This is an optimization exercise on Yosys and OpenROAD, whose aim is small area, not a production implementation.
Where RTL was checked, it was by simulation tests only, not by an equivalence proof against the original.
No activity file was given, so power comes from the tool's default toggle rates.

## rename_top
module rename_top
(
    input  logic        clk,
    input  logic        rst_n,
    input  logic        flush,
    input  logic        in_valid,
    input  logic [31:0] in_pc,
    input  logic [4:0]  in_rd,
    input  logic [4:0]  in_rs1,
    input  logic [4:0]  in_rs2,
    output logic        out_valid,
    output logic [31:0] out_pc,
    output logic [4:0]  out_rd,
    output logic        out_has_dest,
    output logic [5:0]  out_rd_preg,
    output logic [5:0]  out_old_preg,
    output logic [5:0]  out_rs1_preg,
    output logic        out_rs1_valid,
    output logic [5:0]  out_rs2_preg,
    output logic        out_rs2_valid,
    output logic [2:0]  out_rob_idx,
    output logic        stall,
    input  logic        wb_valid,
    input  logic [2:0]  wb_rob_idx,
    input  logic [31:0] wb_value,
    input  logic        wb_exception,
    output logic        commit_valid,
    output logic [2:0]  commit_rob_idx,
    output logic [31:0] commit_pc,
    output logic [4:0]  commit_rd,
    output logic        commit_has_dest,
    output logic [5:0]  commit_new_preg,
    output logic [5:0]  commit_old_preg,
    output logic [31:0] commit_value,
    output logic        commit_exception,
    output logic        rob_empty
);
    logic [2:0] head;
    logic [2:0] tail;
    logic [2:0] last_c;   
    logic [2:0] last_a;   
    logic       full;
    logic [7:0] done_q;
    logic       empty;
    logic       accept;
    logic       has_dest;
    logic       alloc_dest;
    logic       do_commit;
    assign has_dest   = (in_rd != 5'd0);
    assign empty      = (last_c == last_a) && !full;
    assign stall      = in_valid && full;
    assign accept     = in_valid && !full && !flush;
    assign alloc_dest = accept && has_dest;
    assign do_commit  = !empty && done_q[head] && !flush;
    assign head       = last_c + 3'd1;
    assign tail       = last_a + 3'd1;
    assign rob_empty  = empty;
  ...
==> flow/config.mk <==
export PLATFORM = sky130hd
export DESIGN_NAME = rename_top
export DESIGN_NICKNAME = rename_top
export VERILOG_FILES = /design/flow/design.v
export SDC_FILE = /design/flow/constraint.sdc
export NUM_CORES = 4
export LEC_CHECK = 0
export CAP_MARGIN = 20
export CORE_MARGIN = 2
export CORE_UTILIZATION = 40
export SLEW_MARGIN = 20
==> flow/constraint.sdc <==
create_clock -name core_clock -period 5.0 [get_ports {clk}]
set_input_delay 1.0000 -clock core_clock [delete_from_list [all_inputs] [get_ports {clk}]]
set_output_delay 1.0000 -clock core_clock [all_outputs]
set_load 0.01 [all_outputs]
standard.sh (not shown) runs the stock make flow with config.mk's settings and CLKGATE_MAP_FILE= SYNTH_SCRIPT=/design/flow/synth_recipe.tcl, a recipe that flattens the netlist after the stock synthesis.
==> flow/flow/run.sh <==
#!/bin/bash
# Standard ORFS layout (the standard.sh), with two changes:
#  - synthesis maps logic with an area-oriented ABC script (abc_area_map.script)
#    instead of ORFS's delay-oriented one; registers are mapped exactly as in the
#    standard synthesis (dfflibmap runs before ABC, and ABC does not touch them);
#  - the clock tree is built without dummy loads;
#  - ports are buffered with sky130_fd_sc_hd__buf_1 (every port still gets a buffer).
set -euo pipefail
WORK=$(pwd)
export MY_ABC_SCRIPT="$WORK/flow/abc_area_map.script"
export CTS_ARGS="-sink_clustering_enable -repair_clock_nets -dont_use_dummy_load"
export BUFFER_PORTS_ARGS="-buffer_cell sky130_fd_sc_hd__buf_1"
bash standard.sh SYNTH_SCRIPT="$WORK/flow/synth_area.tcl" finish > "$WORK/flow_make.log" 2>&1
==> flow/flow/abc_area_map.script <==
strash
dc2
strash
dch -f
amap -F 30 -A 30
topo
==> flow/flow/synth_area.tcl <==
# synth_recipe.tcl with ABC's script swapped for the one MY_ABC_SCRIPT names.
proc synth {args} { yosys synth -nofsm -noshare {*}$args }
proc abc {args} {
  set i [lsearch -exact $args -script]
  if { $i >= 0 && [info exists ::env(MY_ABC_SCRIPT)] } { lset args [expr {$i+1}] $::env(MY_ABC_SCRIPT) }
  yosys abc {*}$args
}
source $::env(SCRIPTS_DIR)/synth.tcl
# left out here: clear keep_hierarchy, flatten, clean up, hide names made inside functions, write 1_2_yosys.v
Edit:
--- a/flow/flow/run.sh
+++ b/flow/flow/run.sh
@@ -11 +11 @@
-export CTS_ARGS="-sink_clustering_enable -repair_clock_nets -dont_use_dummy_load"
+export CTS_ARGS="-sink_clustering_enable -repair_clock_nets -dont_use_dummy_load -sink_clustering_size 30 -sink_clustering_max_diameter 80"
Settings changed: CORE_UTILIZATION 40 to 60.
First-iteration DRC count rose by 43%.
Fmax fell by about 0.8%.
Total power goes down by 13%.
Flip-flop and latch count is unchanged.
Global-route usage grows by 10 points.
Edit:
--- a/flow/flow/run.sh
+++ b/flow/flow/run.sh
@@ -11 +11 @@
-export CTS_ARGS="-sink_clustering_enable -repair_clock_nets -dont_use_dummy_load -sink_clustering_size 30 -sink_clustering_max_diameter 80"
+export CTS_ARGS="-sink_clustering_enable -repair_clock_nets -dont_use_dummy_load -sink_clustering_size 25 -sink_clustering_max_diameter 60"
Settings changed: CORE_UTILIZATION 60 to 40.
Outcome: Combinational power climbs by a few percent. Worst hold slack gets better by 78 ps. Design area grows by a few percent. Synthesized area is unchanged. Critical path depth came out higher by 1. Synthesized cell count is unchanged. Utilization decreases by 20 points. Cell count is higher by about a fifth. Power came out higher by roughly a tenth.
Edit:
--- a/flow/flow/run.sh
+++ b/flow/flow/run.sh
@@ -11 +11 @@
-export CTS_ARGS="-sink_clustering_enable -repair_clock_nets -dont_use_dummy_load -sink_clustering_size 25 -sink_clustering_max_diameter 60"
+export CTS_ARGS="-sink_clustering_enable -repair_clock_nets -dont_use_dummy_load -sink_clustering_size 30 -sink_clustering_max_diameter 80"
==> flow/flow/abc_area_map.script (replaced) <==
strash
dc2
strash
&get -n
&dch -f
&nf -R 1000
&put
topo
strash
dc2
strash
&get -n
&dch -f
&nf -R 1000
&put
topo
strash
dc2
strash
&get -n
&dch -f
&nf -R 1000
&put
topo
Settings changed: CORE_UTILIZATION 40 to 60.
=> Via count increases by 5.8%. Routed wire length decreases by 5.7%. Sequential share of layout area increases by 3.4 points. Global-route usage increases by 15 points. Power decreases by 19%. Count of clock-buffer cells in the layout decreases by 35.

========
Another version of the RTL of rename_top (not shown whole).
Size in the first run: ~3200 cells after synthesis, ~970 flip-flops, about 250 I/O pins.
export LEC_CHECK = 0
export CAP_MARGIN = 20
export CORE_MARGIN = 2
export CORE_UTILIZATION = 40
export CTS_BUF_LIST = sky130_fd_sc_hd__clkbuf_4 sky130_fd_sc_hd__clkbuf_8
export SLEW_MARGIN = 20
create_clock -name core_clock -period 5.0 [get_ports {clk}]
run.sh (not shown) runs the stock make flow with config.mk's settings and CLKGATE_MAP_FILE= SYNTH_SCRIPT=/design/flow/synth_recipe.tcl, a recipe that flattens the netlist after the stock synthesis.
Stock flow here: none of the scripts above is used.
Change:
Settings changed: CTS_BUF_LIST sky130_fd_sc_hd__clkbuf_4 sky130_fd_sc_hd__clkbuf_8 to not set.
Effect: The changed run completed without violations. Design area stays flat. Sequential power stays flat. Synthesized cell count stays the same. Non-clock buffer count went down by 1. Via count went down slightly. Utilization hardly moves. Sequential cell count stays the same. Count of clock-buffer cells in the layout fell by 88. Power went up by a few percent. Wire length shrinks slightly. First-iteration DRC count does not change.
No run of this note included a check of the RTL's function; only the layout flow was run.

========
== v6 ==
Starting RTL as in the previous note.
==> flow/design.v (excerpt) <==
module rename_top
(
    input  logic        clk,
    input  logic        rst_n,
    input  logic        flush,
    input  logic        in_valid,
    input  logic [31:0] in_pc,
    input  logic [4:0]  in_rd,
    input  logic [4:0]  in_rs1,
    input  logic [4:0]  in_rs2,
    output logic        out_valid,
    output logic [31:0] out_pc,
    output logic [4:0]  out_rd,
    output logic        out_has_dest,
    output logic [5:0]  out_rd_preg,
    output logic [5:0]  out_old_preg,
    output logic [5:0]  out_rs1_preg,
    output logic        out_rs1_valid,
    output logic [5:0]  out_rs2_preg,
    output logic        out_rs2_valid,
    output logic [2:0]  out_rob_idx,
    output logic        stall,
    input  logic        wb_valid,
    input  logic [2:0]  wb_rob_idx,
    input  logic [31:0] wb_value,
    input  logic        wb_exception,
    output logic        commit_valid,
    output logic [2:0]  commit_rob_idx,
    output logic [31:0] commit_pc,
    output logic [4:0]  commit_rd,
    output logic        commit_has_dest,
    output logic [5:0]  commit_new_preg,
    output logic [5:0]  commit_old_preg,
    output logic [31:0] commit_value,
    output logic        commit_exception,
    output logic        rob_empty
);
clock: 5.0 ns
lec_check: 0
cap_margin: 20
core_margin: 2
core_utilization: 40
cts_cluster_diameter: 60
cts_cluster_size: 25
slew_margin: 20
v6: no failed stages, no open violations at the end
Input changes introduced in v7 (baseline for comparison: v6):
Settings: removing CTS_CLUSTER_DIAMETER (formerly 60); removing CTS_CLUSTER_SIZE (formerly 25).
==> flow/flow/run.sh (new file) <==
#!/bin/bash
# Standard ORFS layout (the standard.sh), with two changes:
#  - synthesis maps logic with an area-oriented ABC script (abc_area_map.script)
#    instead of ORFS's delay-oriented one; registers are mapped exactly as in the
#    standard synthesis (dfflibmap runs before ABC, and ABC does not touch them);
#  - ports are buffered with sky130_fd_sc_hd__buf_1 (every port still gets a buffer).
set -euo pipefail
WORK=$(pwd)
export MY_ABC_SCRIPT="$WORK/flow/abc_area_map.script"
export BUFFER_PORTS_ARGS="-buffer_cell sky130_fd_sc_hd__buf_1"
bash standard.sh SYNTH_SCRIPT="$WORK/flow/synth_area.tcl" finish > "$WORK/flow_make.log" 2>&1
==> flow/flow/abc_area_map.script (new file) <==
strash
dc2
strash
dch -f
amap -F 30 -A 30
topo
==> flow/flow/synth_area.tcl (new file) <==
# synth_recipe.tcl with ABC's script swapped for the one MY_ABC_SCRIPT names.
proc synth {args} { yosys synth -nofsm -noshare {*}$args }
proc abc {args} {
  set i [lsearch -exact $args -script]
  if { $i >= 0 && [info exists ::env(MY_ABC_SCRIPT)] } { lset args [expr {$i+1}] $::env(MY_ABC_SCRIPT) }
  yosys abc {*}$args
}
source $::env(SCRIPTS_DIR)/synth.tcl
# left out here: clear keep_hierarchy, flatten, clean up, hide names made inside functions, write 1_2_yosys.v
==> flow/standard.sh (new file) <==
#!/bin/bash
# synth_recipe.tcl (not shown) runs the flow's synth.tcl, then flattens the netlist and writes it again
# the make line also repeats each setting of config.mk as NAME=value (left out here)
make -C /OpenROAD-flow-scripts/flow DESIGN_CONFIG=/design/flow/config.mk WORK_HOME=/design/flow/orfs CLKGATE_MAP_FILE= SYNTH_SCRIPT=/design/flow/synth_recipe.tcl "${@:-finish}"
removed: flow/run.sh
### Flow results
- v7 went all the way through synthesis, placement and routing and the layout is clean on timing, DRC and antenna.
- v7 — number of global-route vias before repair 8.0% lower, v6 as reference
- Hold slack for v7: 0.045 ns up relative to v6
- Relative to v6, combinational share of power decreased by 0.7 points in v7.
- v6 → v7: die area saw a decrease, share of the cycle needed by the critical path after routing saw an increase, worst clock skew on the final layout saw an increase.
- The start point of the critical path comes out head[1] in one run and head[0] in the other, namely in v7 and v6 respectively.
- v7 against v6; multi-input logic area is down by more than a quarter.
- Delta (v7 minus v6): fraction of final layout cells with drive strength greater than 1 fell 2.0 points; remaining antenna violation count after routing about even; detailed-router iteration count before antenna repair rose 2; power rose about 1.8%.
No run of this note included a check of the RTL's function; only the layout flow was run.

## static timing again, ports no longer ideal
No port has a modelled driver above. Below, the same layouts with a new extraction and two added sets of constraints. Step 1: set_driving_cell puts a clkbuf_16 on clk and a buf_2 on each other input, an assumption about the parent block. Step 2 also shifts input and output timing later by t, the mid clock arrival at the registers, as if the neighbouring blocks saw the same clock. a / b / c = ideal / step 1 / step 2; a / b = the first two.
run | t, ns | setup WS [ns] | slew at the worst register clock pin (ns) | worst slew at a driven data input, ns | cell pins on the clock port's net
the first run of note 1 | 0.744 | 0.152 / 0.085 / 0.437 | 0.07 / 0.07 | 0.08 | 1
the second run of note 1 | 0.663 | 0.115 / 0.049 / 0.554 | 0.12 / 0.12 | 0.13 | 1
the third run of note 1 | 0.707 | 0.149 / 0.079 / 0.479 | 0.10 / 0.10 | 0.08 | 1
the fourth run of note 1 | 0.665 | 0.109 / 0.044 / 0.650 | 0.12 / 0.12 | 0.15 | 1
the first run of note 2 | 0.915 | 0.174 / 0.102 / 0.936 | 0.08 / 0.08 | 0.11 | 1
the second run of note 2 | 0.764 | 0.257 / 0.187 / 0.933 | 0.06 / 0.06 | 0.11 | 1
v6 | 0.756 | 0.257 / 0.187 / 0.858 | 0.10 / 0.10 | 0.11 | 1
v7 | 0.742 | 0.195 / 0.130 / 0.663 | 0.07 / 0.07 | 0.10 | 1
After both steps every run listed still meets setup and hold.
